From an optimization exercise on the open Yosys and OpenROAD flow, aimed at small area and a short achievable clock period; shortcuts taken in it are not production practice.
The RTL was checked by simulation tests, not by an equivalence proof against the original design.
No activity file was given, so power comes from the tool's default toggle rates.

==> design/flow/config.mk <==
export PLATFORM = sky130hd
export DESIGN_NAME = rv32i_core
export DESIGN_NICKNAME = rv32i_core
export VERILOG_FILES = /design/flow/design.v
export SDC_FILE = /design/flow/constraint.sdc
export NUM_CORES = 4
export LEC_CHECK = 0
export CAP_MARGIN = 20
export CORE_MARGIN = 2
export CORE_UTILIZATION = 33
export CTS_BUF_LIST = sky130_fd_sc_hd__clkbuf_8
export CTS_CLUSTER_DIAMETER = 50
export CTS_CLUSTER_SIZE = 22
export PLACE_DENSITY = 0.42
export SETUP_SLACK_MARGIN = 2.7
export SLEW_MARGIN = 20
==> design/flow/constraint.sdc <==
create_clock -name core_clock -period 5.5 [get_ports {clk}]
set_input_delay 1.1000 -clock core_clock [delete_from_list [all_inputs] [get_ports {clk}]]
set_output_delay 1.1000 -clock core_clock [all_outputs]
set_load 0.01 [all_outputs]
==> design/flow/design.v <==
package rv32i_pkg;
    localparam int xlen = 32;
    typedef logic [xlen-1:0] word_t;
    typedef logic [4:0]      reg_idx_t;
    localparam logic [6:0] opc_op     = 7'b0110011;
    localparam logic [6:0] opc_op_imm = 7'b0010011;
    localparam logic [6:0] opc_lui    = 7'b0110111;
    typedef struct packed {
        logic sub;     
        logic add;     
        logic nadd;    
        logic slt;     
        logic uns;     
        logic sll;     
        logic srl;     
        logic sra;     
        logic lxor;
        logic lor;
        logic land;
    } alu_ctl_t;
endpackage
`timescale 1ns/1ps
module reg_file (
    input  logic                clk,
    input  logic                rst_n,
    input  rv32i_pkg::reg_idx_t rs1,
    input  rv32i_pkg::reg_idx_t rs2,
    output rv32i_pkg::word_t    rs1_data,
    output rv32i_pkg::word_t    rs2_data,
    input  logic                wr_en,       
    input  rv32i_pkg::reg_idx_t wr_rd,
    input  rv32i_pkg::word_t    wr_data
);
    rv32i_pkg::word_t regs [1:31];
    rv32i_pkg::word_t wdata;
    logic [31:1]      we;
    assign wdata = rst_n ? wr_data : '0;
    genvar i;
    generate
        for (i = 1; i < 32; i++) begin : g_reg
            assign we[i] = wr_en && (wr_rd == i);
            always_ff @(posedge clk) begin
                if (!rst_n || we[i]) regs[i] <= wdata;
            end
        end
    endgenerate
    function automatic rv32i_pkg::word_t read_port(rv32i_pkg::reg_idx_t idx);
        rv32i_pkg::word_t acc;
        acc = '0;
        for (int k = 1; k < 32; k++) begin
            acc = acc | ({32{idx == k}} & regs[k]);
        end
        if (wr_en && wr_rd == idx) acc = wr_data;
        read_port = acc;
    endfunction
    assign rs1_data = read_port(rs1);
    assign rs2_data = read_port(rs2);
endmodule
`timescale 1ns/1ps
module decode_stage (
    input  logic                clk,
    input  logic                rst_n,
    input  logic                instr_valid,
    input  rv32i_pkg::word_t    instr,
    output rv32i_pkg::reg_idx_t rs1,
    output rv32i_pkg::reg_idx_t rs2,
    input  rv32i_pkg::word_t    rs1_data,
    input  rv32i_pkg::word_t    rs2_data,
    output logic                id_ex_valid,
    output rv32i_pkg::reg_idx_t id_ex_rd,
    output rv32i_pkg::word_t    id_ex_a,
    output rv32i_pkg::word_t    id_ex_b,
    output logic                id_ex_fwd_a,
    output logic                id_ex_fwd_b,
    output rv32i_pkg::alu_ctl_t id_ex_ctl
);
    logic [6:0] opcode;
    logic [2:0] f3;
    logic [4:0] rd;
    logic       is_op, is_imm, is_lui;
    rv32i_pkg::alu_ctl_t ctl;
    rv32i_pkg::word_t    imm, a_d, b_d;
    assign opcode = instr[6:0];
    assign f3     = instr[14:12];
    assign rd     = instr[11:7];
    assign rs1    = instr[19:15];
    assign rs2    = instr[24:20];
    assign is_op  = opcode == rv32i_pkg::opc_op;
    assign is_imm = opcode == rv32i_pkg::opc_op_imm;
    assign is_lui = opcode == rv32i_pkg::opc_lui;
    always_comb begin
        ctl = '0;
        if (is_lui) begin
            ctl.add = 1'b1;
        end else begin
            ctl.sub  = (f3 == 3'b000 && is_op && instr[30]) || f3 == 3'b010 || f3 == 3'b011;
            ctl.add  = f3 == 3'b000 && !(is_op && instr[30]);
            ctl.nadd = f3 == 3'b000 && is_op && instr[30];
            ctl.slt  = f3 == 3'b010 || f3 == 3'b011;
            ctl.uns  = f3 == 3'b011;
            ctl.sll  = f3 == 3'b001;
            ctl.srl  = f3 == 3'b101;
            ctl.sra  = f3 == 3'b101 && instr[30];
            ctl.lxor = f3 == 3'b100;
            ctl.lor  = f3 == 3'b110;
            ctl.land = f3 == 3'b111;
        end
    end
    assign imm = is_lui ? {instr[31:12], 12'b0} : {{20{instr[31]}}, instr[31:20]};
    assign a_d = is_lui ? '0 : (rs1_data ^ {32{ctl.sub}});
    assign b_d = is_op ? rs2_data : imm;
    always_ff @(posedge clk) begin
        if (!rst_n) begin
            id_ex_valid <= 1'b0;
        end else begin
            id_ex_valid <= instr_valid && (is_op || is_imm || is_lui) && rd != '0;
        end
    end
    always_ff @(posedge clk) begin
        id_ex_rd    <= rd;
        id_ex_a     <= a_d;
        id_ex_b     <= b_d;
        id_ex_fwd_a <= id_ex_valid && id_ex_rd == rs1 && !is_lui;
        id_ex_fwd_b <= id_ex_valid && id_ex_rd == rs2 && is_op;
        id_ex_ctl   <= ctl;
    end
endmodule
`timescale 1ns/1ps
module execute_stage (
    input  logic                clk,
    input  logic                rst_n,
    input  logic                id_ex_valid,
    input  rv32i_pkg::reg_idx_t id_ex_rd,
    input  rv32i_pkg::word_t    id_ex_a,
    input  rv32i_pkg::word_t    id_ex_b,
    input  logic                id_ex_fwd_a,
    input  logic                id_ex_fwd_b,
    input  rv32i_pkg::alu_ctl_t id_ex_ctl,
    output logic                wb_valid,
    output rv32i_pkg::reg_idx_t wb_rd,
    output rv32i_pkg::word_t    wb_data
);
    rv32i_pkg::alu_ctl_t c;
    rv32i_pkg::word_t    a, b, sum, res;
    logic [4:0]          sh;
    logic                a31, lt;
    logic [4:0]          rot_amt;
    rv32i_pkg::word_t    rot, keep, keep_l, shft_r;
    logic                fill;
    assign c = id_ex_ctl;
    assign a = id_ex_fwd_a ? (wb_data ^ {32{c.sub}}) : id_ex_a;
    assign b = id_ex_fwd_b ? wb_data : id_ex_b;
    function automatic rv32i_pkg::word_t add_ks(rv32i_pkg::word_t x, rv32i_pkg::word_t y);
        logic [31:0] g, p, gg, pp, ng, np;
        g  = x & y;
        p  = x ^ y;
        gg = g;
        pp = p;
        gg[1] = g[1] | ((p[1] & x[0]) & y[0]);
        pp[1] = p[1] & p[0];
        for (int i = 2; i < 32; i++) begin
            gg[i] = g[i] | (p[i] & g[i-1]);
            pp[i] = p[i] & p[i-1];
        end
        for (int l = 1; l < 5; l++) begin
            ng = gg;
            np = pp;
            for (int i = (1 << l); i < 32; i++) begin
                ng[i] = gg[i] | (pp[i] & gg[i - (1 << l)]);
                np[i] = pp[i] & pp[i - (1 << l)];
            end
            gg = ng;
            pp = np;
        end
        add_ks = p ^ {gg[30:0], 1'b0};
    endfunction
    assign sum = add_ks(a, b);
    assign a31 = ~a[31];
    assign lt  = (a31 != b[31]) ? (c.uns ? b[31] : a31) : ~sum[31];
    assign sh = b[4:0];
    assign rot_amt[0] = sh[0];
    assign rot_amt[1] = sh[1] ^ (c.sll & sh[0]);
    assign rot_amt[2] = sh[2] ^ (c.sll & |sh[1:0]);
    assign rot_amt[3] = sh[3] ^ (c.sll & |sh[2:0]);
    assign rot_amt[4] = sh[4] ^ (c.sll & |sh[3:0]);
    always_comb begin
        rot = a;
        for (int k = 0; k < 5; k++) begin
            if (rot_amt[k]) rot = (rot >> (1 << k)) | (rot << (32 - (1 << k)));
        end
    end
    always_comb begin
        for (int j = 0; j < 32; j++) begin
            keep_l[j] = sh <= 5'(j);
            keep[j]   = c.sll ? keep_l[j] : keep_l[31 - j];
        end
    end
    assign fill   = c.sra & a[31];
    assign shft_r = (keep & rot) | (~keep & {32{fill}});
    assign res = ({32{c.add}}  & sum)
               | ({32{c.nadd}} & ~sum)
               | ({32{c.slt}}  & {31'b0, lt})
               | ({32{c.sll | c.srl}} & shft_r)
               | ({32{c.lxor}} & (a ^ b))
               | ({32{c.lor}}  & (a | b))
               | ({32{c.land}} & (a & b));
    always_ff @(posedge clk) begin
        if (!rst_n) begin
            wb_valid <= 1'b0;
        end else begin
            wb_valid <= id_ex_valid;
        end
    end
    always_ff @(posedge clk) begin
        wb_rd   <= id_ex_rd;
        wb_data <= res;
    end
endmodule
`timescale 1ns/1ps
module rv32i_core (
    input  logic                clk,
    input  logic                rst_n,
    input  logic                instr_valid,
    input  rv32i_pkg::word_t    instr,
    output logic                wb_valid,
    output rv32i_pkg::reg_idx_t wb_rd,
    output rv32i_pkg::word_t    wb_data
);
    rv32i_pkg::reg_idx_t rs1_idx, rs2_idx;
    rv32i_pkg::word_t    rs1_data, rs2_data;
    logic                id_ex_valid;
    rv32i_pkg::reg_idx_t id_ex_rd;
    rv32i_pkg::word_t    id_ex_a, id_ex_b;
    logic                id_ex_fwd_a, id_ex_fwd_b;
    rv32i_pkg::alu_ctl_t id_ex_ctl;
    reg_file u_reg_file (
        .clk      (clk),
        .rst_n    (rst_n),
        .rs1      (rs1_idx),
        .rs2      (rs2_idx),
        .rs1_data (rs1_data),
        .rs2_data (rs2_data),
        .wr_en    (wb_valid),
        .wr_rd    (wb_rd),
        .wr_data  (wb_data)
    );
    decode_stage u_decode_stage (
        .clk         (clk),
        .rst_n       (rst_n),
        .instr_valid (instr_valid),
        .instr       (instr),
        .rs1         (rs1_idx),
        .rs2         (rs2_idx),
        .rs1_data    (rs1_data),
        .rs2_data    (rs2_data),
        .id_ex_valid (id_ex_valid),
        .id_ex_rd    (id_ex_rd),
        .id_ex_a     (id_ex_a),
        .id_ex_b     (id_ex_b),
        .id_ex_fwd_a (id_ex_fwd_a),
        .id_ex_fwd_b (id_ex_fwd_b),
        .id_ex_ctl   (id_ex_ctl)
    );
    execute_stage u_execute_stage (
        .clk         (clk),
        .rst_n       (rst_n),
        .id_ex_valid (id_ex_valid),
        .id_ex_rd    (id_ex_rd),
        .id_ex_a     (id_ex_a),
        .id_ex_b     (id_ex_b),
        .id_ex_fwd_a (id_ex_fwd_a),
        .id_ex_fwd_b (id_ex_fwd_b),
        .id_ex_ctl   (id_ex_ctl),
        .wb_valid    (wb_valid),
        .wb_rd       (wb_rd),
        .wb_data     (wb_data)
    );
endmodule
==> design/flow/flow/run.sh <==
#!/bin/bash
# Standard ORFS layout (the standard.sh, standard synthesis unchanged),
# with clock tree synthesis told not to add dummy loads for balancing, and
# plain buffers (instead of delay cells) on the ports.
set -uo pipefail
export CTS_ARGS="-sink_clustering_enable -repair_clock_nets -dont_use_dummy_load -buf_list sky130_fd_sc_hd__clkbuf_8 -sink_clustering_size 22 -sink_clustering_max_diameter 50"
export BUFFER_PORTS_ARGS="-buffer_cell sky130_fd_sc_hd__buf_2"
bash standard.sh finish > flow_make.log 2>&1
rc=$?
echo "standard.sh exit $rc" >> flow_make.log
exit $rc
==> design/flow/standard.sh <==
#!/bin/bash
# synth_recipe.tcl (not shown) runs the flow's synth.tcl, then flattens the netlist and writes it again
# the make line also repeats each setting of config.mk as NAME=value (left out here)
make -C /OpenROAD-flow-scripts/flow DESIGN_CONFIG=/design/flow/config.mk WORK_HOME=/design/flow/orfs CLKGATE_MAP_FILE= SYNTH_SCRIPT=/design/flow/synth_recipe.tcl "${@:-finish}"
==> flow_summary.html, run 1 <==
<table>
<tr><th>Metric</th><th>Value</th></tr>
<tr><th colspan="2">Setup path</th></tr>
<tr><td>Worst EP arrival</td><td>approximately 4 ns</td></tr>
<tr><td>Critical path startpoint category</td><td>flop</td></tr>
<tr><td>Family with the most delay on the worst path</td><td>compound AO/OA/AOI/OAI gates</td></tr>
<tr><td>Slowest-stage cell, CP</td><td>dfxtp_4</td></tr>
<tr><td>Crit path largest cell delay</td><td>0.40 ns</td></tr>
<tr><td>Worst path required time</td><td>approximately 6.2 ns</td></tr>
<tr><td>Cell-by-cell trace of the critical path</td><td>buf_4 -&gt; buf_4 -&gt; xnor2_1 -&gt; nor2_1 -&gt; a21oi_2 -&gt; inv_1 -&gt; ha_4 -&gt; a21oi_2 -&gt; o211ai_1 -&gt; a31oi_2 -&gt; o21ai_4 -&gt; a21oi_4 -&gt; buf_6 -&gt; o31ai_4 -&gt; a21oi_1 -&gt; xor2_1 -&gt; mux2i_1 -&gt; o211ai_1</td></tr>
<tr><td>Setup Crit Path Kind</td><td>flop to flop</td></tr>
<tr><td>Nature of the critical path endpoint</td><td>flop</td></tr>
<tr><td>Critical path buffer and inverter count</td><td>4</td></tr>
<tr><td>Highest net fanout along the worst path</td><td>7</td></tr>
<tr><th colspan="2">STA</th></tr>
<tr><td>Final setup fails</td><td>0</td></tr>
<tr><td>Worst Clk Skew</td><td>around 0.09 ns</td></tr>
<tr><td>Rel. slew slack</td><td>0.168</td></tr>
<tr><td>Worst Max-Slew Pin Slew</td><td>approximately 1.2 ns</td></tr>
<tr><td>Total count of hold-check failures in the final report</td><td>0</td></tr>
<tr><td>Unrepaired setup endpoints after global routing</td><td>true</td></tr>
<tr><td>Maximum clock rate</td><td>304 MHz</td></tr>
<tr><td>Final setup TNS</td><td>0 ns</td></tr>
<tr><td>Final period util</td><td>0.598</td></tr>
<tr><td>Minimum period implied by the final worst setup slack</td><td>3.29 ns</td></tr>
<tr><td>Max Slew Vio Count</td><td>0</td></tr>
<tr><th colspan="2">Synthesis</th></tr>
<tr><td>Synth warn</td><td>4</td></tr>
<tr><td>Flip-flop cell with the highest count after synthesis</td><td>edfxtp_1</td></tr>
<tr><td>Largest cells by area after synthesis</td><td>edfxtp_1, a22oi_1, dfxtp_1</td></tr>
<tr><td>Largest area contributor in the synthesized netlist</td><td>edfxtp_1</td></tr>
<tr><td>Portion of synthesized cell area occupied by the leading cell type</td><td>0.572</td></tr>
<tr><td>Portion of the post-synthesis area used by sequential elements</td><td>0.618</td></tr>
<tr><td>Area of the mapped netlist</td><td>0.0521 mm^2</td></tr>
<tr><td>Unique masters post-synth</td><td>63</td></tr>
<tr><td>Average cell area after synthesis</td><td>around 13 um^2</td></tr>
<tr><td>Flip-flop and latch count after synthesis</td><td>around 1100</td></tr>
<tr><td>Async set or reset register ratio after synthesis</td><td>0</td></tr>
<tr><td>Number of nets in the synthesized netlist</td><td>4115</td></tr>
<tr><td>Count leader, synth</td><td>edfxtp_1</td></tr>
<tr><td>Commonest cells in the synthesized netlist</td><td>edfxtp_1, a22oi_1, clkbuf_1, a221oi_1, a22o_1</td></tr>
<tr><td>Cells after Synth</td><td>roughly 4000</td></tr>
<tr><td>EDFF count, synth</td><td>992</td></tr>
<tr><th colspan="2">Global routing</th></tr>
<tr><td>GR Util All Layers</td><td>0.372</td></tr>
<tr><td>Global route overflow</td><td>0</td></tr>
<tr><td>Maximum number of pins on one net before global-route repair</td><td>37</td></tr>
<tr><td>Wire length of the first global-routing pass</td><td>a little over 400000 um</td></tr>
<tr><td>Routing usage on met2</td><td>0.554</td></tr>
<tr><td>Busiest grt layer</td><td>met2</td></tr>
<tr><td>Antenna violations before repair</td><td>18</td></tr>
<tr><td>Number of global-route vias before repair</td><td>43469</td></tr>
<tr><td>GR met1 Demand/Resource</td><td>0.460</td></tr>
<tr><td>Met3 usage</td><td>0.123</td></tr>
<tr><th colspan="2">Clocking</th></tr>
<tr><td>Number of CTS-inserted buffers</td><td>131</td></tr>
<tr><td>Reg clk slew, reported paths</td><td>0.07 ns</td></tr>
<tr><td>Number of buffers on the longest clock path</td><td>3</td></tr>
<tr><td>H-tree level count</td><td>4</td></tr>
<tr><td>Latest clock arrival within the worst-skew pair</td><td>between 0.9 and 1 ns</td></tr>
<tr><td>Master cell of the clock root buffer</td><td>clkbuf_8</td></tr>
<tr><td>Number of clock sinks seen by CTS</td><td>between 1000 and 1500</td></tr>
<tr><td>CTS tree</td><td>yes</td></tr>
<tr><th colspan="2">Floorplanning</th></tr>
<tr><td>I/O pins</td><td>73</td></tr>
<tr><td>Starting density of the core</td><td>0.333</td></tr>
<tr><td>Row Count</td><td>145</td></tr>
<tr><td>Die Span X</td><td>approximately 400 um</td></tr>
<tr><td>Area of the placeable core</td><td>0.157 mm^2</td></tr>
<tr><td>Y dimension of the die</td><td>401 um</td></tr>
<tr><td>Die ar.</td><td>about 0.16 mm^2</td></tr>
<tr><th colspan="2">Pwr</th></tr>
<tr><td>Peak supply drop</td><td>~0.00021 V</td></tr>
<tr><td>Leakage power summed over all cells</td><td>22.5 nW</td></tr>
<tr><td>Total power</td><td>approximately 22 mW</td></tr>
<tr><td>Pwr Density</td><td>between 300 and 400 mW/mm^2</td></tr>
<tr><th colspan="2">Drt</th></tr>
<tr><td>Via total after detailed routing</td><td>46045</td></tr>
<tr><td>First DRT Iteration DRCs</td><td>~9100</td></tr>
<tr><td>Number of iterations in the first detailed-routing pass</td><td>10</td></tr>
<tr><td>Total detailed-routing wirelength</td><td>309000 um</td></tr>
<tr><td>Vias per inst</td><td>about 7.1</td></tr>
<tr><td>DR DRC count</td><td>0</td></tr>
<tr><td>Wirelength per Cell</td><td>around 48 um</td></tr>
<tr><td>Remaining number of nets flagged by the antenna check after routing</td><td>0</td></tr>
<tr><th colspan="2">Run</th></tr>
<tr><td>Max-cap violation count</td><td>0</td></tr>
<tr><th colspan="2">Place</th></tr>
<tr><td>Gpl congestion</td><td>0.945</td></tr>
<tr><td>Post-DP HPWL</td><td>182000 um</td></tr>
<tr><td>IO buf count</td><td>72</td></tr>
<tr><th colspan="2">Layout</th></tr>
<tr><td>Number of nets in the finished design</td><td>4505</td></tr>
<tr><td>Share of final-layout standard cells stronger than drive strength 1</td><td>0.278</td></tr>
<tr><td>Layout area overhead</td><td>23.6%</td></tr>
<tr><th colspan="2">Hold path</th></tr>
<tr><td>Worst min-delay path category</td><td>input pin to flop</td></tr>
<tr><th colspan="2">Run status</th></tr>
<tr><td>Result of the run</td><td>no timing/DRC/antenna violations</td></tr>
</table>
==> placed cells by master, fill, tap and decap left out, types with 14 or more instances in the layout <==
master and count:
a21oi_1 76, dfxtp_1 89, a21oi_4 20, o21ai_0 71, mux4_2 26, o211ai_1 25
a21o_1 14, buf_4 374, ha_4 28, xnor2_1 35, nor2_4 63, dfxtp_4 16
nand2_1 64, a221oi_1 200, a21oi_2 34, clkbuf_8 131, mux2i_1 98, mux2i_2 23
a222oi_1 93, ha_1 27, nor3_1 21, xor2_1 56, and2_1 36, a22oi_1 411
a221oi_2 44, mux2i_4 44, o22ai_1 15, buf_2 60, o21ai_4 33, buf_12 74
edfxtp_1 992, inv_1 93, xnor2_2 14, buf_6 47, nand4_1 133, a22o_1 244
nor2_1 153, dfxtp_2 16, nand3_1 131
==> final timing paths <==
kind | from | endpoint | slack, ns | cells past startpoint
setup reg to reg | u_decode_stage.id_ex_ctl[10] | u_execute_stage.wb_data[25] | 2.21 | 18
hold reg to reg | u_decode_stage.id_ex_rd[2] | u_execute_stage.wb_rd[2] | 0.42 | 0
setup / recovery | u_decode_stage.id_ex_ctl[10] | u_execute_stage.wb_data[25] | 2.21 | 18
hold / removal | instr[8] | u_decode_stage.id_ex_rd[1] | 0.36 | 1
==> report_power, final <==
group / total (mW) / switching (mW) / internal [mW]
clock network: 5.08 / 2.97 / 2.11
registers: 11.4 / 0.927 / 10.5
logic: 5.08 / 3.21 / 1.88
==> cell type report <==
cell class,count,area (um^2)
timing repair inverter,1,8.76
fill,14508,92200
timing repair buffer,571,5470
multi-input combinational,2482,21800
sequential,1113,32300
antenna,3,7.51
tap,2058,2570
clock buffer,131,1800
inverter,106,437
==> per-layer routing <==
layer / routed length, um / share of wire
met4: 24900 / 0.081
met5: 112 / 0.00036
met2: 132000 / 0.43
met3: 40400 / 0.13
met1: 111000 / 0.36
==> per-stage QoR <==
| stage | std cells | instance area [um^2] | worst slack, ns | util | hold WS (ns) |
|---|---|---|---|---|---|
| 2_1_floorplan | 4016 | 53700 | 1.88 | - | 0.373 |
| 3_3_place_gp | 6063 | 57400 | 0.643 | 0.367 | 0.419 |
| 3_5_place_dp | 6066 | 57500 | 0.636 | 0.367 | 0.411 |
| 4_1_cts | 6403 | 63200 | 2.21 | 0.404 | 0.289 |
| 5_1_grt | 6463 | 64400 | 2.07 | 0.411 | 0.328 |
| 6_report | 6465 | 64400 | 2.21 | 0.411 | 0.365 |
==> registers in the layout, summed over array words and instances (netlist names) <==
| signal | cells |
|---|---|
| u_decode_stage.id_ex_fwd_b | 1 |
| u_execute_stage.wb_rd | 5 |
| u_execute_stage.wb_valid | 1 |
| u_decode_stage.id_ex_rd | 5 |
| u_reg_file.regs | 992 |
| u_decode_stage.id_ex_ctl | 11 |
| u_decode_stage.id_ex_b | 32 |
| u_execute_stage.wb_data | 32 |
| u_decode_stage.id_ex_a | 32 |
| u_decode_stage.id_ex_fwd_a | 1 |
| u_decode_stage.id_ex_valid | 1 |
==> timing repair <==
| action | CTS | global route |
|---|---|---|
| gates resized for setup | 424 | 124 |
| hold buffers | 0 | 0 |
| gates cloned | 7 | 0 |
| endpoints found under the setup margin | 264 | 86 |
| pin swaps | 83 | 71 |
| setup buffers | 199 | 58 |
==> worst reg2reg max path: stages, from the launching register on <==
cell      delay (ns)
dfxtp_4         0.40
buf_4           0.15
buf_4           0.15
xnor2_1         0.14
nor2_1          0.07
a21oi_2         0.21
inv_1           0.11
ha_4            0.20
a21oi_2         0.14
o211ai_1        0.17
a31oi_2         0.22
o21ai_4         0.12
a21oi_4         0.20
buf_6           0.14
o31ai_4         0.07
a21oi_1         0.16
xor2_1          0.19
mux2i_1         0.20
o211ai_1        0.11
==> logic make-up (layout without fill, tap and decap cells) <==
kind of cell / Yosys count / in the layout / synth area share
AND/OR/NAND/NOR: 722 / 723 / 0.0687
other: 0 / 3 / 0
multiplexers: 196 / 196 / 0.0442
flip-flops: 1113 / 1113 / 0.618
AO/OA/AOI/OAI: 1383 / 1383 / 0.203
adder cells (fa/ha/maj): 64 / 64 / 0.0154
buffers and inverters: 422 / 809 / 0.0309
XOR/XNOR: 116 / 116 / 0.0199
==> run 2: changes to the inputs <==
--- a/design/flow/config.mk
+++ b/design/flow/config.mk
@@ -12,5 +12,5 @@
 export CTS_CLUSTER_DIAMETER = 50
 export CTS_CLUSTER_SIZE = 22
 export PLACE_DENSITY = 0.42
-export SETUP_SLACK_MARGIN = 2.7
+export SETUP_SLACK_MARGIN = 2.3
 export SLEW_MARGIN = 20
==> flow_summary.html, run 2 <==
<table>
<tr><th>Metric</th><th>Value</th></tr>
<tr><th colspan="2">Clocking</th></tr>
<tr><td>Latest clock arrival within the worst-skew pair</td><td>0.98 ns (was 0.93 ns)</td></tr>
<tr><td>H-tree level count</td><td>4 (unchanged)</td></tr>
<tr><td>Number of buffers on the longest clock path</td><td>3 (unchanged)</td></tr>
<tr><td>Number of clock sinks seen by CTS</td><td>1113 (unchanged)</td></tr>
<tr><td>CTS tree</td><td>yes (unchanged)</td></tr>
<tr><td>Master cell of the clock root buffer</td><td>clkbuf_8 (unchanged)</td></tr>
<tr><td>Number of CTS-inserted buffers</td><td>139 (was 131)</td></tr>
<tr><td>Reg clk slew, reported paths</td><td>0.06 ns (was 0.07 ns)</td></tr>
<tr><th colspan="2">Global routing</th></tr>
<tr><td>Maximum number of pins on one net before global-route repair</td><td>40 (was 37)</td></tr>
<tr><td>Wire length of the first global-routing pass</td><td>406000 um (was 405000 um)</td></tr>
<tr><td>Global route overflow</td><td>0 (unchanged)</td></tr>
<tr><td>Antenna violations before repair</td><td>24 (was 18)</td></tr>
<tr><td>Number of global-route vias before repair</td><td>43404 (was 43469)</td></tr>
<tr><td>GR Util All Layers</td><td>0.374 (was 0.372)</td></tr>
<tr><th colspan="2">Synthesis</th></tr>
<tr><td>Flip-flop and latch count after synthesis</td><td>1113 (unchanged)</td></tr>
<tr><td>Synth warn</td><td>4 (unchanged)</td></tr>
<tr><td>Area of the mapped netlist</td><td>0.0521 mm^2 (unchanged)</td></tr>
<tr><td>Cells after Synth</td><td>4016 (unchanged)</td></tr>
<tr><td>Portion of synthesized cell area occupied by the leading cell type</td><td>0.572 (unchanged)</td></tr>
<tr><td>Largest area contributor in the synthesized netlist</td><td>edfxtp_1 (unchanged)</td></tr>
<tr><td>Flip-flop cell with the highest count after synthesis</td><td>edfxtp_1 (unchanged)</td></tr>
<tr><td>Number of nets in the synthesized netlist</td><td>4115 (unchanged)</td></tr>
<tr><td>Average cell area after synthesis</td><td>13.0 um^2 (unchanged)</td></tr>
<tr><td>Portion of the post-synthesis area used by sequential elements</td><td>0.618 (unchanged)</td></tr>
<tr><td>Commonest cells in the synthesized netlist</td><td>edfxtp_1, a22oi_1, clkbuf_1, a221oi_1, a22o_1 (unchanged)</td></tr>
<tr><td>Async set or reset register ratio after synthesis</td><td>0 (unchanged)</td></tr>
<tr><td>Count leader, synth</td><td>edfxtp_1 (unchanged)</td></tr>
<tr><td>Largest cells by area after synthesis</td><td>edfxtp_1, a22oi_1, dfxtp_1 (unchanged)</td></tr>
<tr><td>Unique masters post-synth</td><td>63 (unchanged)</td></tr>
<tr><td>EDFF count, synth</td><td>992 (unchanged)</td></tr>
<tr><th colspan="2">Setup path</th></tr>
<tr><td>Highest net fanout along the worst path</td><td>7 (unchanged)</td></tr>
<tr><td>Crit path largest cell delay</td><td>0.41 ns (was 0.40 ns)</td></tr>
<tr><td>Worst path required time</td><td>6.27 ns (was 6.21 ns)</td></tr>
<tr><td>Slowest-stage cell, CP</td><td>dfxtp_4 (unchanged)</td></tr>
<tr><td>Critical path startpoint category</td><td>flop (unchanged)</td></tr>
<tr><td>Setup Crit Path Kind</td><td>flop to flop (unchanged)</td></tr>
<tr><td>Cell-by-cell trace of the critical path</td><td>buf_6 -&gt; xnor2_1 -&gt; nor2_1 -&gt; a21oi_2 -&gt; buf_6 -&gt; buf_6 -&gt; ha_4 -&gt; nor3_4 -&gt; o21ai_1 -&gt; and3_4 -&gt; a22oi_2 -&gt; buf_6 -&gt; o31ai_4 -&gt; nand4_1 -&gt; and3_4 -&gt; xor2_2 -&gt; mux2i_1 -&gt; o211ai_1 (was buf_4 -&gt; buf_4 -&gt; xnor2_1 -&gt; nor2_1 -&gt; a21oi_2 -&gt; inv_1 -&gt; ha_4 -&gt; a21oi_2 -&gt; o211ai_1 -&gt; a31oi_2 -&gt; o21ai_4 -&gt; a21oi_4 -&gt; buf_6 -&gt; o31ai_4 -&gt; a21oi_1 -&gt; xor2_1 -&gt; mux2i_1 -&gt; o211ai_1)</td></tr>
<tr><td>Worst EP arrival</td><td>4.19 ns (was 4.01 ns)</td></tr>
<tr><td>Critical path buffer and inverter count</td><td>4 (unchanged)</td></tr>
<tr><td>Nature of the critical path endpoint</td><td>flop (unchanged)</td></tr>
<tr><td>Most used cell, CP</td><td>buf_6</td></tr>
<tr><td>Family with the most delay on the worst path</td><td>simple AND/OR/NAND/NOR gates (was compound AO/OA/AOI/OAI gates)</td></tr>
<tr><th colspan="2">Place</th></tr>
<tr><td>IO buf count</td><td>72 (unchanged)</td></tr>
<tr><td>Gpl congestion</td><td>0.938 (was 0.945)</td></tr>
<tr><td>Dpl cell area</td><td>0.0572 mm^2 (was 0.0575 mm^2)</td></tr>
<tr><td>Setup slack at placement</td><td>0.951 ns (was 0.636 ns)</td></tr>
<tr><td>Post-DP HPWL</td><td>186000 um (was 182000 um)</td></tr>
<tr><th colspan="2">Floorplanning</th></tr>
<tr><td>Die ar.</td><td>0.161 mm^2 (unchanged)</td></tr>
<tr><td>I/O pins</td><td>73 (unchanged)</td></tr>
<tr><td>Starting density of the core</td><td>0.333 (unchanged)</td></tr>
<tr><td>Area of the placeable core</td><td>0.157 mm^2 (unchanged)</td></tr>
<tr><td>Row Count</td><td>145 (unchanged)</td></tr>
<tr><td>Die Span X</td><td>401 um (unchanged)</td></tr>
<tr><td>Y dimension of the die</td><td>401 um (unchanged)</td></tr>
<tr><th colspan="2">Drt</th></tr>
<tr><td>First DRT Iteration DRCs</td><td>9839 (was 9134)</td></tr>
<tr><td>Total detailed-routing wirelength</td><td>312000 um (was 309000 um)</td></tr>
<tr><td>Wirelength per Cell</td><td>48.7 um (was 47.8 um)</td></tr>
<tr><td>Via total after detailed routing</td><td>46092 (was 46045)</td></tr>
<tr><td>Vias per inst</td><td>7.20 (was 7.12)</td></tr>
<tr><td>Remaining number of nets flagged by the antenna check after routing</td><td>0 (unchanged)</td></tr>
<tr><td>DR DRC count</td><td>0 (unchanged)</td></tr>
<tr><td>Number of iterations in the first detailed-routing pass</td><td>9 (was 10)</td></tr>
<tr><th colspan="2">STA</th></tr>
<tr><td>Minimum period implied by the final worst setup slack</td><td>3.42 ns (was 3.29 ns)</td></tr>
<tr><td>Worst setup margin</td><td>2.08 ns (was 2.21 ns)</td></tr>
<tr><td>Worst Max-Slew Pin Slew</td><td>1.23 ns (was 1.25 ns)</td></tr>
<tr><td>Final setup fails</td><td>0 (unchanged)</td></tr>
<tr><td>Rel. slew slack</td><td>0.179 (was 0.168)</td></tr>
<tr><td>Unrepaired setup endpoints after global routing</td><td>true (unchanged)</td></tr>
<tr><td>Final period util</td><td>0.622 (was 0.598)</td></tr>
<tr><td>Worst Clk Skew</td><td>0.0962 ns (was 0.0879 ns)</td></tr>
<tr><td>Final setup TNS</td><td>0 ns (unchanged)</td></tr>
<tr><td>Maximum clock rate</td><td>292 MHz (was 304 MHz)</td></tr>
<tr><td>Max Slew Vio Count</td><td>0 (unchanged)</td></tr>
<tr><td>Total count of hold-check failures in the final report</td><td>0 (unchanged)</td></tr>
<tr><th colspan="2">Pwr</th></tr>
<tr><td>Peak supply drop</td><td>0.000249 V (was 0.000209 V)</td></tr>
<tr><td>Part of the power in the clock network</td><td>0.247 (was 0.235)</td></tr>
<tr><td>Pwr Density</td><td>342 mW/mm^2 (was 336 mW/mm^2)</td></tr>
<tr><td>Power share of the sequential group</td><td>0.536 (was 0.529)</td></tr>
<tr><td>Net Switching</td><td>7.04 mW (was 7.11 mW)</td></tr>
<tr><td>Power share of the combinational group</td><td>0.216 (was 0.235)</td></tr>
<tr><td>Power Internal</td><td>14.3 mW (was 14.5 mW)</td></tr>
<tr><td>Leakage power summed over all cells</td><td>21.9 nW (was 22.5 nW)</td></tr>
<tr><td>Switching share of power</td><td>0.329 (about the same)</td></tr>
<tr><th colspan="2">Layout</th></tr>
<tr><td>Reg with most FFs</td><td>u_reg_file.regs (unchanged)</td></tr>
<tr><td>Final std cell area, no fill</td><td>0.0625 mm^2 (was 0.0644 mm^2)</td></tr>
<tr><td>Number of flip-flops in the largest register</td><td>992 (unchanged)</td></tr>
<tr><td>Layout area overhead</td><td>20.0% (was 23.6%)</td></tr>
<tr><td>Share of final-layout standard cells stronger than drive strength 1</td><td>0.232 (was 0.278)</td></tr>
<tr><td>Most common library cell in the layout ignoring fill and taps</td><td>edfxtp_1 (unchanged)</td></tr>
<tr><td>Number of nets in the finished design</td><td>4441 (was 4505)</td></tr>
<tr><td>Leading cell types in the layout, fill and taps excluded</td><td>edfxtp_1, a22oi_1, buf_4, a22o_1, a221oi_1 (unchanged)</td></tr>
<tr><th colspan="2">Run</th></tr>
<tr><td>Max-cap violation count</td><td>0 (unchanged)</td></tr>
<tr><th colspan="2">Hold path</th></tr>
<tr><td>Worst min-delay path category</td><td>input pin to flop (unchanged)</td></tr>
<tr><th colspan="2">Run status</th></tr>
<tr><td>Result of the run</td><td>no timing/DRC/antenna violations (unchanged)</td></tr>
</table>
-- run 2: cell families (layout without fill, tap and decap cells) --
logic type,count (synthesis),in the layout,share of synthesized area
AO/OA/AOI/OAI,1383,1383,0.203
XOR/XNOR,116,117,0.0199
adder cells (fa/ha/maj),64,64,0.0154
buffers and inverters,422,745,0.0309
flip-flops,1113,1113,0.618
multiplexers,196,196,0.0442
other,0,4,0
AND/OR/NAND/NOR,722,722,0.0687
-- run 2: worst reg2reg max path, stage by stage, from the launching register on --
cell,delay (ns)
dfxtp_4,0.41
buf_6,0.16
xnor2_1,0.11
nor2_1,0.14
a21oi_2,0.05
buf_6,0.13
buf_6,0.11
ha_4,0.30
nor3_4,0.05
o21ai_1,0.12
and3_4,0.24
a22oi_2,0.07
buf_6,0.14
o31ai_4,0.32
nand4_1,0.23
and3_4,0.26
xor2_2,0.14
mux2i_1,0.21
o211ai_1,0.10
-- run 2: cell type report --
class                           instances  area (um^2)
Fill cell                           14687        94100
Sequential cell                      1113        32200
Multi-Input combinational cell       2482        20600
Timing Repair Buffer                  498         4720
Tap cell                             2058         2570
Clock buffer                          139         1910
Inverter                              106          433
Timing Repair inverter                  2         13.8
Antenna cell                            4         10.0
-- run 2: layer usage --
layer  GRT usage  share of wire  routed length (um)  vias to the layer above
met5     0.00387         0.0013                 395                        -
met4       0.239          0.080               24900                       20
met3       0.123           0.13               40200                     1294
met2       0.554           0.42              132000                     4499
met1       0.468           0.37              114000                    23193
li1            -              -                   -                    17086
-- run 2: power groups by stage --
| stage | Clock [mW] | Sequential, mW | Combinational, mW |
|---|---|---|---|
| floorplan | 0 | 11.1 | 2.11 |
| global placement | 0 | 11.6 | 3.84 |
| detailed placement | 0 | 11.5 | 3.82 |
| CTS | 5.32 | 11.4 | 4.22 |
| global route | 5.59 | 11.5 | 4.78 |
| finish | 5.29 | 11.5 | 4.62 |
-- run 2: path summary, 6_finish.rpt --
check	from	cells past startpoint	slack, ns	to
worst max-delay path	u_decode_stage.id_ex_ctl[10]	18	2.08	u_execute_stage.wb_data[26]
worst min-delay path	instr[9]	1	0.30	u_decode_stage.id_ex_rd[2]
worst max register to register	u_decode_stage.id_ex_ctl[10]	18	2.08	u_execute_stage.wb_data[26]
worst min register to register	u_decode_stage.id_ex_rd[3]	0	0.44	u_execute_stage.wb_rd[3]
-- run 2: through the flow --
step	total power, mW	util	std cells	hold WS, ns
6_report	21.4	0.399	6402	0.304
5_1_grt	21.9	0.399	6400	0.272
4_1_cts	20.9	0.392	6339	0.252
3_5_place_dp	15.3	0.365	6084	0.391
3_3_place_gp	15.4	0.365	6079	0.398
2_1_floorplan	13.2	-	4016	0.373
-- run 2: repair_timing --
action	in CTS	in global routing
hold buffers	0	0
buffers inserted	109	57
resized for setup	241	107
pin swaps	54	53
setup endpoints to repair	88	98
gates cloned	7	2
==> run 3: changes to the inputs <==
--- a/design/flow/config.mk
+++ b/design/flow/config.mk
@@ -12,5 +12,5 @@
 export CTS_CLUSTER_DIAMETER = 50
 export CTS_CLUSTER_SIZE = 22
 export PLACE_DENSITY = 0.42
-export SETUP_SLACK_MARGIN = 2.3
+export SETUP_SLACK_MARGIN = 3.0
 export SLEW_MARGIN = 20
==> flow_summary.html, run 3 <==
<table>
<tr><th>Metric</th><th>Value</th></tr>
<tr><th colspan="2">Setup path</th></tr>
<tr><td>Cell-by-cell trace of the critical path</td><td>buf_12 -&gt; buf_16 -&gt; mux2i_4 -&gt; inv_1 -&gt; ha_1 -&gt; a21oi_2 -&gt; o211ai_1 -&gt; and3_4 -&gt; buf_6 -&gt; a221oi_4 -&gt; o21ai_2 -&gt; a21oi_2 -&gt; o311ai_2 -&gt; xnor2_1 -&gt; mux2i_1 -&gt; nand3_1 (was buf_6 -&gt; xnor2_1 -&gt; nor2_1 -&gt; a21oi_2 -&gt; buf_6 -&gt; buf_6 -&gt; ha_4 -&gt; nor3_4 -&gt; o21ai_1 -&gt; and3_4 -&gt; a22oi_2 -&gt; buf_6 -&gt; o31ai_4 -&gt; nand4_1 -&gt; and3_4 -&gt; xor2_2 -&gt; mux2i_1 -&gt; o211ai_1)</td></tr>
<tr><td>Slowest-stage cell, CP</td><td>dfxtp_4 (unchanged)</td></tr>
<tr><td>Critical path startpoint category</td><td>flop (unchanged)</td></tr>
<tr><td>Worst path required time</td><td>6.27 ns (about the same)</td></tr>
<tr><td>Crit path largest cell delay</td><td>0.39 ns (was 0.41 ns)</td></tr>
<tr><td>Nature of the critical path endpoint</td><td>flop (unchanged)</td></tr>
<tr><td>R2R cell count</td><td>16 (was 18)</td></tr>
<tr><td>Most used cell, CP</td><td>a21oi_2 (was buf_6)</td></tr>
<tr><td>Highest net fanout along the worst path</td><td>7 (unchanged)</td></tr>
<tr><td>Worst EP arrival</td><td>4.25 ns (was 4.19 ns)</td></tr>
<tr><td>Setup Crit Path Kind</td><td>flop to flop (unchanged)</td></tr>
<tr><th colspan="2">Floorplanning</th></tr>
<tr><td>Starting density of the core</td><td>0.333 (unchanged)</td></tr>
<tr><td>Y dimension of the die</td><td>401 um (unchanged)</td></tr>
<tr><td>Row Count</td><td>145 (unchanged)</td></tr>
<tr><td>I/O pins</td><td>73 (unchanged)</td></tr>
<tr><td>Die Span X</td><td>401 um (unchanged)</td></tr>
<tr><td>Area of the placeable core</td><td>0.157 mm^2 (unchanged)</td></tr>
<tr><td>Die ar.</td><td>0.161 mm^2 (unchanged)</td></tr>
<tr><th colspan="2">STA</th></tr>
<tr><td>Worst Max-Slew Pin Slew</td><td>1.18 ns (was 1.23 ns)</td></tr>
<tr><td>Worst Clk Skew</td><td>0.0863 ns (was 0.0962 ns)</td></tr>
<tr><td>Fin Hold WS</td><td>0.274 ns (was 0.304 ns)</td></tr>
<tr><td>Unrepaired setup endpoints after global routing</td><td>true (unchanged)</td></tr>
<tr><td>Total count of hold-check failures in the final report</td><td>0 (unchanged)</td></tr>
<tr><td>Max Slew Vio Count</td><td>0 (unchanged)</td></tr>
<tr><td>Final setup TNS</td><td>0 ns (unchanged)</td></tr>
<tr><td>Rel. slew slack</td><td>0.211 (was 0.179)</td></tr>
<tr><td>Final period util</td><td>0.633 (was 0.622)</td></tr>
<tr><td>Final setup fails</td><td>0 (unchanged)</td></tr>
<tr><td>Worst setup margin</td><td>2.02 ns (was 2.08 ns)</td></tr>
<tr><td>Minimum period implied by the final worst setup slack</td><td>3.48 ns (was 3.42 ns)</td></tr>
<tr><td>Maximum clock rate</td><td>287 MHz (was 292 MHz)</td></tr>
<tr><th colspan="2">Layout</th></tr>
<tr><td>Number of flip-flops in the largest register</td><td>992 (unchanged)</td></tr>
<tr><td>Filler-free cell count of the finished design</td><td>6746 (was 6402)</td></tr>
<tr><td>Reg with most FFs</td><td>u_reg_file.regs (unchanged)</td></tr>
<tr><td>Final std cell area, no fill</td><td>0.0694 mm^2 (was 0.0625 mm^2)</td></tr>
<tr><td>Layout area overhead</td><td>33.1% (was 20.0%)</td></tr>
<tr><td>Most common library cell in the layout ignoring fill and taps</td><td>edfxtp_1 (unchanged)</td></tr>
<tr><td>Utilization of the core after routing</td><td>0.443 (was 0.399)</td></tr>
<tr><td>Leading cell types in the layout, fill and taps excluded</td><td>edfxtp_1, buf_4, a22oi_1, a22o_1, a221oi_2 (was edfxtp_1, a22oi_1, buf_4, a22o_1, a221oi_1)</td></tr>
<tr><td>Count of fill cells added during filler insertion</td><td>14037 (was 14687)</td></tr>
<tr><td>Number of nets in the finished design</td><td>4774 (was 4441)</td></tr>
<tr><td>Share of final-layout standard cells stronger than drive strength 1</td><td>0.361 (was 0.232)</td></tr>
<tr><th colspan="2">Drt</th></tr>
<tr><td>First DRT Iteration DRCs</td><td>9997 (was 9839)</td></tr>
<tr><td>Remaining number of nets flagged by the antenna check after routing</td><td>0 (unchanged)</td></tr>
<tr><td>Via total after detailed routing</td><td>48296 (was 46092)</td></tr>
<tr><td>Number of iterations in the first detailed-routing pass</td><td>9 (unchanged)</td></tr>
<tr><td>Wirelength per Cell</td><td>49.4 um (was 48.7 um)</td></tr>
<tr><td>DR DRC count</td><td>0 (unchanged)</td></tr>
<tr><td>Vias per inst</td><td>7.16 (was 7.20)</td></tr>
<tr><td>Total detailed-routing wirelength</td><td>333000 um (was 312000 um)</td></tr>
<tr><th colspan="2">Synthesis</th></tr>
<tr><td>Area of the mapped netlist</td><td>0.0521 mm^2 (unchanged)</td></tr>
<tr><td>Flip-flop cell with the highest count after synthesis</td><td>edfxtp_1 (unchanged)</td></tr>
<tr><td>Count leader, synth</td><td>edfxtp_1 (unchanged)</td></tr>
<tr><td>Synth warn</td><td>4 (unchanged)</td></tr>
<tr><td>EDFF count, synth</td><td>992 (unchanged)</td></tr>
<tr><td>Largest area contributor in the synthesized netlist</td><td>edfxtp_1 (unchanged)</td></tr>
<tr><td>Async set or reset register ratio after synthesis</td><td>0 (unchanged)</td></tr>
<tr><td>Portion of synthesized cell area occupied by the leading cell type</td><td>0.572 (unchanged)</td></tr>
<tr><td>Cells after Synth</td><td>4016 (unchanged)</td></tr>
<tr><td>Portion of the post-synthesis area used by sequential elements</td><td>0.618 (unchanged)</td></tr>
<tr><td>Largest cells by area after synthesis</td><td>edfxtp_1, a22oi_1, dfxtp_1 (unchanged)</td></tr>
<tr><td>Number of nets in the synthesized netlist</td><td>4115 (unchanged)</td></tr>
<tr><td>Flip-flop and latch count after synthesis</td><td>1113 (unchanged)</td></tr>
<tr><td>Unique masters post-synth</td><td>63 (unchanged)</td></tr>
<tr><td>Average cell area after synthesis</td><td>13.0 um^2 (unchanged)</td></tr>
<tr><td>Commonest cells in the synthesized netlist</td><td>edfxtp_1, a22oi_1, clkbuf_1, a221oi_1, a22o_1 (unchanged)</td></tr>
<tr><th colspan="2">Clocking</th></tr>
<tr><td>Reg clk slew, reported paths</td><td>0.09 ns (was 0.06 ns)</td></tr>
<tr><td>Latest clock arrival within the worst-skew pair</td><td>0.97 ns (was 0.98 ns)</td></tr>
<tr><td>Number of buffers on the longest clock path</td><td>3 (unchanged)</td></tr>
<tr><td>Number of CTS-inserted buffers</td><td>139 (unchanged)</td></tr>
<tr><td>Master cell of the clock root buffer</td><td>clkbuf_8 (unchanged)</td></tr>
<tr><td>CTS tree</td><td>yes (unchanged)</td></tr>
<tr><td>H-tree level count</td><td>4 (unchanged)</td></tr>
<tr><td>Hold bufs inserted after CTS</td><td>0 (unchanged)</td></tr>
<tr><td>Number of clock sinks seen by CTS</td><td>1113 (unchanged)</td></tr>
<tr><th colspan="2">Global routing</th></tr>
<tr><td>Wire length of the first global-routing pass</td><td>425000 um (was 406000 um)</td></tr>
<tr><td>GR Util All Layers</td><td>0.394 (was 0.374)</td></tr>
<tr><td>Antenna violations before repair</td><td>26 (was 24)</td></tr>
<tr><td>Global route overflow</td><td>0 (unchanged)</td></tr>
<tr><td>Maximum number of pins on one net before global-route repair</td><td>40 (unchanged)</td></tr>
<tr><td>Number of global-route vias before repair</td><td>44418 (was 43404)</td></tr>
<tr><th colspan="2">Place</th></tr>
<tr><td>IO buf count</td><td>72 (unchanged)</td></tr>
<tr><td>Number of placed cells counting well taps</td><td>6061 (was 6084)</td></tr>
<tr><td>Post-DP HPWL</td><td>186000 um (about the same)</td></tr>
<tr><td>Setup slack at placement</td><td>0.573 ns (was 0.951 ns)</td></tr>
<tr><td>Gpl congestion</td><td>0.935 (was 0.938)</td></tr>
<tr><td>Dpl cell area</td><td>0.0581 mm^2 (was 0.0572 mm^2)</td></tr>
<tr><th colspan="2">Run</th></tr>
<tr><td>Max-cap violation count</td><td>0 (unchanged)</td></tr>
<tr><th colspan="2">Pwr</th></tr>
<tr><td>Pwr Density</td><td>323 mW/mm^2 (was 342 mW/mm^2)</td></tr>
<tr><td>Leakage power summed over all cells</td><td>24.8 nW (was 21.9 nW)</td></tr>
<tr><td>Total power</td><td>22.4 mW (was 21.4 mW)</td></tr>
<tr><td>Peak supply drop</td><td>0.000263 V (was 0.000249 V)</td></tr>
<tr><th colspan="2">Hold path</th></tr>
<tr><td>Cells on Worst Hold Path</td><td>1 (unchanged)</td></tr>
<tr><td>Worst min-delay path category</td><td>input pin to flop (unchanged)</td></tr>
<tr><th colspan="2">Run status</th></tr>
<tr><td>Result of the run</td><td>no timing/DRC/antenna violations (unchanged)</td></tr>
</table>
## run 3: what timing repair did
item | in CTS | in global routing
endpoints found under the setup margin | 1051 | 809
gates resized for setup | 567 | 340
cloned | 16 | 10
setup buffers | 332 | 172
pin swaps | 119 | 242
## run 3: final cells by class
class,count,area [um^2],share of cell area
clock buffer,139,1910,0.0276
tap,2058,2570,0.0371
inverter,106,432,0.00622
sequential,1113,32300,0.466
antenna,15,37.5,0.000541
multi-input combinational,2484,22700,0.327
timing repair buffer,829,9340,0.135
timing repair inverter,2,13.8,0.000198
## run 3: worst max-delay path, delay by kind of cell, from the launching register on
| kind | cells | cell delay [ns] |
|---|---|---|
| fa+ha+maj | 1 | 0.26 |
| mux | 2 | 0.48 |
| buf+inv | 4 | 0.52 |
| flops | 1 | 0.39 |
| compound gates | 6 | 1.20 |
| simple gates | 2 | 0.29 |
| xor+xnor | 1 | 0.21 |
## run 3: power by group
group,total (mW),switching [mW],internal (mW),leakage (nW)
clock network,5.32,3.09,2.23,0.999
registers,11.3,0.839,10.5,11.2
logic,5.73,3.50,2.23,12.6
total,22.4,7.43,15.0,24.8
## run 3: cells by family (layout without fill, tap and decap cells)
family | Yosys count | count (layout) | synth area share
and+or+nand+nor | 722 | 725 | 0.0687
xor gates and xnor gates | 116 | 116 | 0.0199
other | 0 | 15 | 0
AOI/OAI and AO/OA | 1383 | 1383 | 0.203
DFF | 1113 | 1113 | 0.618
buffers and inverters | 422 | 1076 | 0.0309
muxes | 196 | 196 | 0.0442
adders and majority gates | 64 | 64 | 0.0154
## run 3: layer usage
layer	track usage	part of all wire	routed length, um	up-vias
met5	0	0.00083	275	-
met4	0.293	0.092	30700	16
met3	0.124	0.13	42600	1435
met2	0.579	0.42	140000	4712
met1	0.484	0.36	119000	24342
li1	-	-	-	17791
## run 3: worst paths after layout
check | from | to | slack, ns
hold / removal | instr[11] | u_decode_stage.id_ex_rd[4] | 0.27
setup / recovery | u_decode_stage.id_ex_fwd_b | u_execute_stage.wb_data[24] | 2.02
setup reg to reg | u_decode_stage.id_ex_fwd_b | u_execute_stage.wb_data[24] | 2.02
hold reg to reg | u_decode_stage.id_ex_rd[1] | u_execute_stage.wb_rd[1] | 0.41
==> run 4: changes to the inputs <==
==> design/flow/flow/run.sh (replaced) <==
#!/bin/bash
# Standard ORFS layout (the standard.sh, standard synthesis unchanged),
# with clock tree synthesis told not to add dummy loads for balancing, and
# plain buffers (instead of delay cells) on the ports.
set -uo pipefail
export CTS_ARGS="-sink_clustering_enable -repair_clock_nets -dont_use_dummy_load -buf_list sky130_fd_sc_hd__clkbuf_8 -sink_clustering_size 18 -sink_clustering_max_diameter 50"
export BUFFER_PORTS_ARGS="-buffer_cell sky130_fd_sc_hd__buf_2"
bash standard.sh finish > flow_make.log 2>&1
rc=$?
echo "standard.sh exit $rc" >> flow_make.log
exit $rc
--- a/design/flow/config.mk
+++ b/design/flow/config.mk
@@ -10,7 +10,7 @@
 export CORE_UTILIZATION = 33
 export CTS_BUF_LIST = sky130_fd_sc_hd__clkbuf_8
 export CTS_CLUSTER_DIAMETER = 50
-export CTS_CLUSTER_SIZE = 22
+export CTS_CLUSTER_SIZE = 18
 export PLACE_DENSITY = 0.42
-export SETUP_SLACK_MARGIN = 3.0
+export SETUP_SLACK_MARGIN = 2.5
 export SLEW_MARGIN = 20
==> flow_summary.html, run 4 <==
<table>
<tr><th>Metric</th><th>Value</th></tr>
<tr><th colspan="2">Synthesis</th></tr>
<tr><td>Flip-flop cell with the highest count after synthesis</td><td>edfxtp_1 (unchanged)</td></tr>
<tr><td>Async set or reset register ratio after synthesis</td><td>0 (unchanged)</td></tr>
<tr><td>Synth warn</td><td>4 (unchanged)</td></tr>
<tr><td>Portion of synthesized cell area occupied by the leading cell type</td><td>0.572 (unchanged)</td></tr>
<tr><td>Flip-flop and latch count after synthesis</td><td>1113 (unchanged)</td></tr>
<tr><td>Cells after Synth</td><td>4016 (unchanged)</td></tr>
<tr><td>Count leader, synth</td><td>edfxtp_1 (unchanged)</td></tr>
<tr><td>Area of the mapped netlist</td><td>0.0521 mm^2 (unchanged)</td></tr>
<tr><td>Average cell area after synthesis</td><td>13.0 um^2 (unchanged)</td></tr>
<tr><td>Commonest cells in the synthesized netlist</td><td>edfxtp_1, a22oi_1, clkbuf_1, a221oi_1, a22o_1 (unchanged)</td></tr>
<tr><td>Largest area contributor in the synthesized netlist</td><td>edfxtp_1 (unchanged)</td></tr>
<tr><td>Share of synthesized cell area in and, or, nand and nor gates</td><td>0.0687 (unchanged)</td></tr>
<tr><td>Portion of the post-synthesis area used by sequential elements</td><td>0.618 (unchanged)</td></tr>
<tr><td>Compound-gate portion of the synthesized area</td><td>0.203 (unchanged)</td></tr>
<tr><td>Unique masters post-synth</td><td>63 (unchanged)</td></tr>
<tr><td>Adder-Cell Fraction of Synth Area</td><td>0.0154 (unchanged)</td></tr>
<tr><td>Multiplexer share of the synthesized area</td><td>0.0442 (unchanged)</td></tr>
<tr><td>Largest cells by area after synthesis</td><td>edfxtp_1, a22oi_1, dfxtp_1 (unchanged)</td></tr>
<tr><td>Post-Synth XOR/XNOR Area</td><td>0.0199 (unchanged)</td></tr>
<tr><td>Largest family of logic cells by synthesized area</td><td>compound AO/OA/AOI/OAI gates (unchanged)</td></tr>
<tr><td>Number of nets in the synthesized netlist</td><td>4115 (unchanged)</td></tr>
<tr><td>EDFF count, synth</td><td>992 (unchanged)</td></tr>
<tr><th colspan="2">STA</th></tr>
<tr><td>Rel. slew slack</td><td>0.157 (was 0.211)</td></tr>
<tr><td>Fin Hold WS</td><td>0.310 ns (was 0.274 ns)</td></tr>
<tr><td>Final setup TNS</td><td>0 ns (unchanged)</td></tr>
<tr><td>Final setup fails</td><td>0 (unchanged)</td></tr>
<tr><td>Worst Clk Skew</td><td>0.0884 ns (was 0.0863 ns)</td></tr>
<tr><td>Maximum clock rate</td><td>293 MHz (was 287 MHz)</td></tr>
<tr><td>Final period util</td><td>0.620 (was 0.633)</td></tr>
<tr><td>Max Slew Vio Count</td><td>0 (unchanged)</td></tr>
<tr><td>Total count of hold-check failures in the final report</td><td>0 (unchanged)</td></tr>
<tr><td>Worst Max-Slew Pin Slew</td><td>1.27 ns (was 1.18 ns)</td></tr>
<tr><td>Unrepaired setup endpoints after global routing</td><td>true (unchanged)</td></tr>
<tr><td>Minimum period implied by the final worst setup slack</td><td>3.41 ns (was 3.48 ns)</td></tr>
<tr><th colspan="2">Setup path</th></tr>
<tr><td>Worst path required time</td><td>6.27 ns (about the same)</td></tr>
<tr><td>Slack of the worst reg-to-reg path</td><td>2.09 ns (was 2.02 ns)</td></tr>
<tr><td>Slowest-stage cell, CP</td><td>dfxtp_4 (unchanged)</td></tr>
<tr><td>Highest net fanout along the worst path</td><td>7 (unchanged)</td></tr>
<tr><td>R2R cell count</td><td>17 (was 16)</td></tr>
<tr><td>Nature of the critical path endpoint</td><td>flop (unchanged)</td></tr>
<tr><td>Critical path buffer and inverter count</td><td>3 (was 4)</td></tr>
<tr><td>Setup Crit Path Kind</td><td>flop to flop (unchanged)</td></tr>
<tr><td>Worst EP arrival</td><td>4.18 ns (was 4.25 ns)</td></tr>
<tr><td>Crit path largest cell delay</td><td>0.50 ns (was 0.39 ns)</td></tr>
<tr><td>Critical path startpoint category</td><td>flop (unchanged)</td></tr>
<tr><td>Most used cell, CP</td><td>a21oi_2 (unchanged)</td></tr>
<tr><td>FF-to-FF Start</td><td>u_decode_stage.id_ex_ctl[10] (was u_decode_stage.id_ex_fwd_b)</td></tr>
<tr><td>Family with the most delay on the worst path</td><td>compound AO/OA/AOI/OAI gates (unchanged)</td></tr>
<tr><td>Cell-by-cell trace of the critical path</td><td>buf_12 -&gt; buf_6 -&gt; xnor2_2 -&gt; nor2_1 -&gt; a21oi_2 -&gt; inv_1 -&gt; ha_4 -&gt; nor3_4 -&gt; o211ai_1 -&gt; and3_4 -&gt; a221oi_4 -&gt; o21ai_2 -&gt; a21oi_2 -&gt; o311ai_2 -&gt; xnor2_1 -&gt; mux2i_1 -&gt; nand3_1 (was buf_12 -&gt; buf_16 -&gt; mux2i_4 -&gt; inv_1 -&gt; ha_1 -&gt; a21oi_2 -&gt; o211ai_1 -&gt; and3_4 -&gt; buf_6 -&gt; a221oi_4 -&gt; o21ai_2 -&gt; a21oi_2 -&gt; o311ai_2 -&gt; xnor2_1 -&gt; mux2i_1 -&gt; nand3_1)</td></tr>
<tr><td>Endpoint of the most critical register-to-register path</td><td>u_execute_stage.wb_data[24] (unchanged)</td></tr>
<tr><th colspan="2">Layout</th></tr>
<tr><td>Reg with most FFs</td><td>u_reg_file.regs (unchanged)</td></tr>
<tr><td>Layout area overhead</td><td>20.9% (was 33.1%)</td></tr>
<tr><td>Most common library cell in the layout ignoring fill and taps</td><td>edfxtp_1 (unchanged)</td></tr>
<tr><td>Area used by sequential logic in the layout</td><td>0.0323 mm^2 (about the same)</td></tr>
<tr><td>Area of combinational cells with multiple inputs</td><td>0.0209 mm^2 (was 0.0227 mm^2)</td></tr>
<tr><td>Share of final-layout standard cells stronger than drive strength 1</td><td>0.249 (was 0.361)</td></tr>
<tr><td>Utilization of the core after routing</td><td>0.402 (was 0.443)</td></tr>
<tr><td>Number of flip-flops in the largest register</td><td>992 (unchanged)</td></tr>
<tr><td>Count of fill cells added during filler insertion</td><td>14638 (was 14037)</td></tr>
<tr><td>Leading cell types in the layout, fill and taps excluded</td><td>edfxtp_1, a22oi_1, buf_4, a22o_1, a221oi_1 (was edfxtp_1, buf_4, a22oi_1, a22o_1, a221oi_2)</td></tr>
<tr><td>Number of nets in the finished design</td><td>4480 (was 4774)</td></tr>
<tr><td>Final std cell area, no fill</td><td>0.0630 mm^2 (was 0.0694 mm^2)</td></tr>
<tr><th colspan="2">Clocking</th></tr>
<tr><td>CTS tree</td><td>yes (unchanged)</td></tr>
<tr><td>Reg clk slew, reported paths</td><td>0.09 ns (about the same)</td></tr>
<tr><td>Hold bufs inserted after CTS</td><td>0 (unchanged)</td></tr>
<tr><td>Master cell of the clock root buffer</td><td>clkbuf_8 (unchanged)</td></tr>
<tr><td>Number of buffers on the longest clock path</td><td>3 (unchanged)</td></tr>
<tr><td>H-tree level count</td><td>4 (unchanged)</td></tr>
<tr><td>Latest clock arrival within the worst-skew pair</td><td>0.96 ns (was 0.97 ns)</td></tr>
<tr><td>Number of clock sinks seen by CTS</td><td>1113 (unchanged)</td></tr>
<tr><td>Number of CTS-inserted buffers</td><td>135 (was 139)</td></tr>
<tr><th colspan="2">Place</th></tr>
<tr><td>Dpl cell area</td><td>0.0572 mm^2 (was 0.0581 mm^2)</td></tr>
<tr><td>Post-DP HPWL</td><td>183000 um (was 186000 um)</td></tr>
<tr><td>Gpl congestion</td><td>0.955 (was 0.935)</td></tr>
<tr><td>IO buf count</td><td>72 (unchanged)</td></tr>
<tr><th colspan="2">Global routing</th></tr>
<tr><td>Busiest grt layer</td><td>met2 (unchanged)</td></tr>
<tr><td>Number of global-route vias before repair</td><td>43062 (was 44418)</td></tr>
<tr><td>Maximum number of pins on one net before global-route repair</td><td>58 (was 40)</td></tr>
<tr><td>Routing usage on met2</td><td>0.552 (was 0.579)</td></tr>
<tr><td>GR Util All Layers</td><td>0.373 (was 0.394)</td></tr>
<tr><td>Antenna violations before repair</td><td>16 (was 26)</td></tr>
<tr><td>Wire length of the first global-routing pass</td><td>406000 um (was 425000 um)</td></tr>
<tr><td>Met3 usage</td><td>0.119 (was 0.124)</td></tr>
<tr><td>GR met1 Demand/Resource</td><td>0.469 (was 0.484)</td></tr>
<tr><td>Global route overflow</td><td>0 (unchanged)</td></tr>
<tr><th colspan="2">Drt</th></tr>
<tr><td>Remaining number of nets flagged by the antenna check after routing</td><td>0 (unchanged)</td></tr>
<tr><td>Total detailed-routing wirelength</td><td>312000 um (was 333000 um)</td></tr>
<tr><td>Vias per inst</td><td>7.24 (was 7.16)</td></tr>
<tr><td>First DRT Iteration DRCs</td><td>10060 (was 9997)</td></tr>
<tr><td>Via total after detailed routing</td><td>46617 (was 48296)</td></tr>
<tr><td>Wirelength per Cell</td><td>48.5 um (was 49.4 um)</td></tr>
<tr><td>DR DRC count</td><td>0 (unchanged)</td></tr>
<tr><td>Number of iterations in the first detailed-routing pass</td><td>13 (was 9)</td></tr>
<tr><th colspan="2">Floorplanning</th></tr>
<tr><td>Starting density of the core</td><td>0.333 (unchanged)</td></tr>
<tr><td>Y dimension of the die</td><td>401 um (unchanged)</td></tr>
<tr><td>Row Count</td><td>145 (unchanged)</td></tr>
<tr><td>Die Span X</td><td>401 um (unchanged)</td></tr>
<tr><td>I/O pins</td><td>73 (unchanged)</td></tr>
<tr><td>Die ar.</td><td>0.161 mm^2 (unchanged)</td></tr>
<tr><td>Area of the placeable core</td><td>0.157 mm^2 (unchanged)</td></tr>
<tr><th colspan="2">Pwr</th></tr>
<tr><td>Total power</td><td>21.6 mW (was 22.4 mW)</td></tr>
<tr><td>Pwr Density</td><td>342 mW/mm^2 (was 323 mW/mm^2)</td></tr>
<tr><td>Peak supply drop</td><td>0.000267 V (was 0.000263 V)</td></tr>
<tr><td>Leakage power summed over all cells</td><td>22.1 nW (was 24.8 nW)</td></tr>
<tr><th colspan="2">Hold path</th></tr>
<tr><td>Worst min-delay path category</td><td>input pin to flop (unchanged)</td></tr>
<tr><td>Worst Min Path Start</td><td>instr[11] (unchanged)</td></tr>
<tr><td>Cells on Worst Hold Path</td><td>1 (unchanged)</td></tr>
<tr><td>Hold Crit Endpoint</td><td>u_decode_stage.id_ex_rd[4] (unchanged)</td></tr>
<tr><th colspan="2">Run</th></tr>
<tr><td>Max-cap violation count</td><td>0 (unchanged)</td></tr>
<tr><th colspan="2">Run status</th></tr>
<tr><td>Result of the run</td><td>no timing/DRC/antenna violations (unchanged)</td></tr>
</table>
run 4: final cells by class:
type | count | area share
Sequential cell | 1113 | 0.512
Multi-Input combinational cell | 2482 | 0.332
Timing Repair Buffer | 541 | 0.0781
Tap cell | 2058 | 0.0409
Clock buffer | 135 | 0.0295
Inverter | 106 | 0.00683
Timing Repair inverter | 2 | 0.000219
Antenna cell | 4 | 0.000159
run 4: stage by stage:
step | cells | worst slack (ns)
after global placement | 6079 | 0.932
after CTS | 6349 | 2.05
final | 6441 | 2.09
after detailed placement | 6080 | 0.941
after global routing | 6438 | 1.94
after floorplan | 4016 | 1.75
run 4: kinds of logic (layout without fill, tap and decap cells):
group,Yosys count,after routing
XOR/XNOR,116,116
adder cells (fa/ha/maj),64,64
buffers and inverters,422,784
AO/OA/AOI/OAI,1383,1383
other,0,4
flip-flops,1113,1113
multiplexers,196,196
AND/OR/NAND/NOR,722,723
run 4: metal layers:
metal,up-vias,part of all wire
met1,23337,0.36
met4,10,0.081
met2,4758,0.42
li1,17177,-
met5,-,0.00048
met3,1335,0.13
run 4: power breakdown:
group	internal, mW	switching (mW)	total (mW)
clock network	2.17	3.02	5.19
registers	10.5	0.978	11.5
logic	1.79	3.10	4.89
run 4: how the worst max path moves through the flow:
stage	to	slack, ns	startpoint	depth (start not counted)
floorplan	u_reg_file.regs[15][0]	1.75	u_execute_stage.wb_valid	4
global placement	u_decode_stage.id_ex_b[21]	0.93	instr[21]	10
detailed placement	u_decode_stage.id_ex_b[21]	0.94	instr[21]	10
CTS	u_execute_stage.wb_data[27]	2.05	u_decode_stage.id_ex_ctl[10]	18
global route	u_execute_stage.wb_data[24]	1.94	u_decode_stage.id_ex_ctl[10]	17
finish	u_execute_stage.wb_data[24]	2.09	u_decode_stage.id_ex_ctl[10]	17
run 4: repair_timing:
item,4_1_cts,5_1_grt
setup buffers,129,83
gates cloned,5,3
pin swaps,91,75
gates resized for setup,236,175
endpoints found under the setup margin,208,132

==> what the ideal ports hide <==
How much do the figures lean on ideal ports? The routed layouts below were timed once more, with nothing changed but the port constraints.
Step 1 sets driving cells, clkbuf_16 on the clock port and buf_2 on the other inputs (assumed; they add their load-dependent delay and slew).
Step 2 moves the port delays by t, midway between the first and last clock arrival at a register: inputs arrive t later, outputs are due t later. That takes back most of the time a late clock gives input paths.
Three values: no drivers, after step 1, after step 2; two values: the first two.
| run | t (ns) | slack for setup (ns) | worst setup path after step 2 |
|---|---|---|---|
| run 1 | 0.969 | 2.209 / 2.209 / 1.654 | input to register |
| run 2 | 1.000 | 2.081 / 2.081 / 1.225 | input to register |
| run 3 | 0.994 | 2.018 / 2.018 / 1.841 | input to register |
| run 4 | 0.981 | 2.092 / 2.092 / 1.425 | input to register |
After both steps setup and hold are still met in every run listed. The setup slack of run 2, which loses most, moves by 0.000 ns with the drivers and by -0.856 ns with both steps.
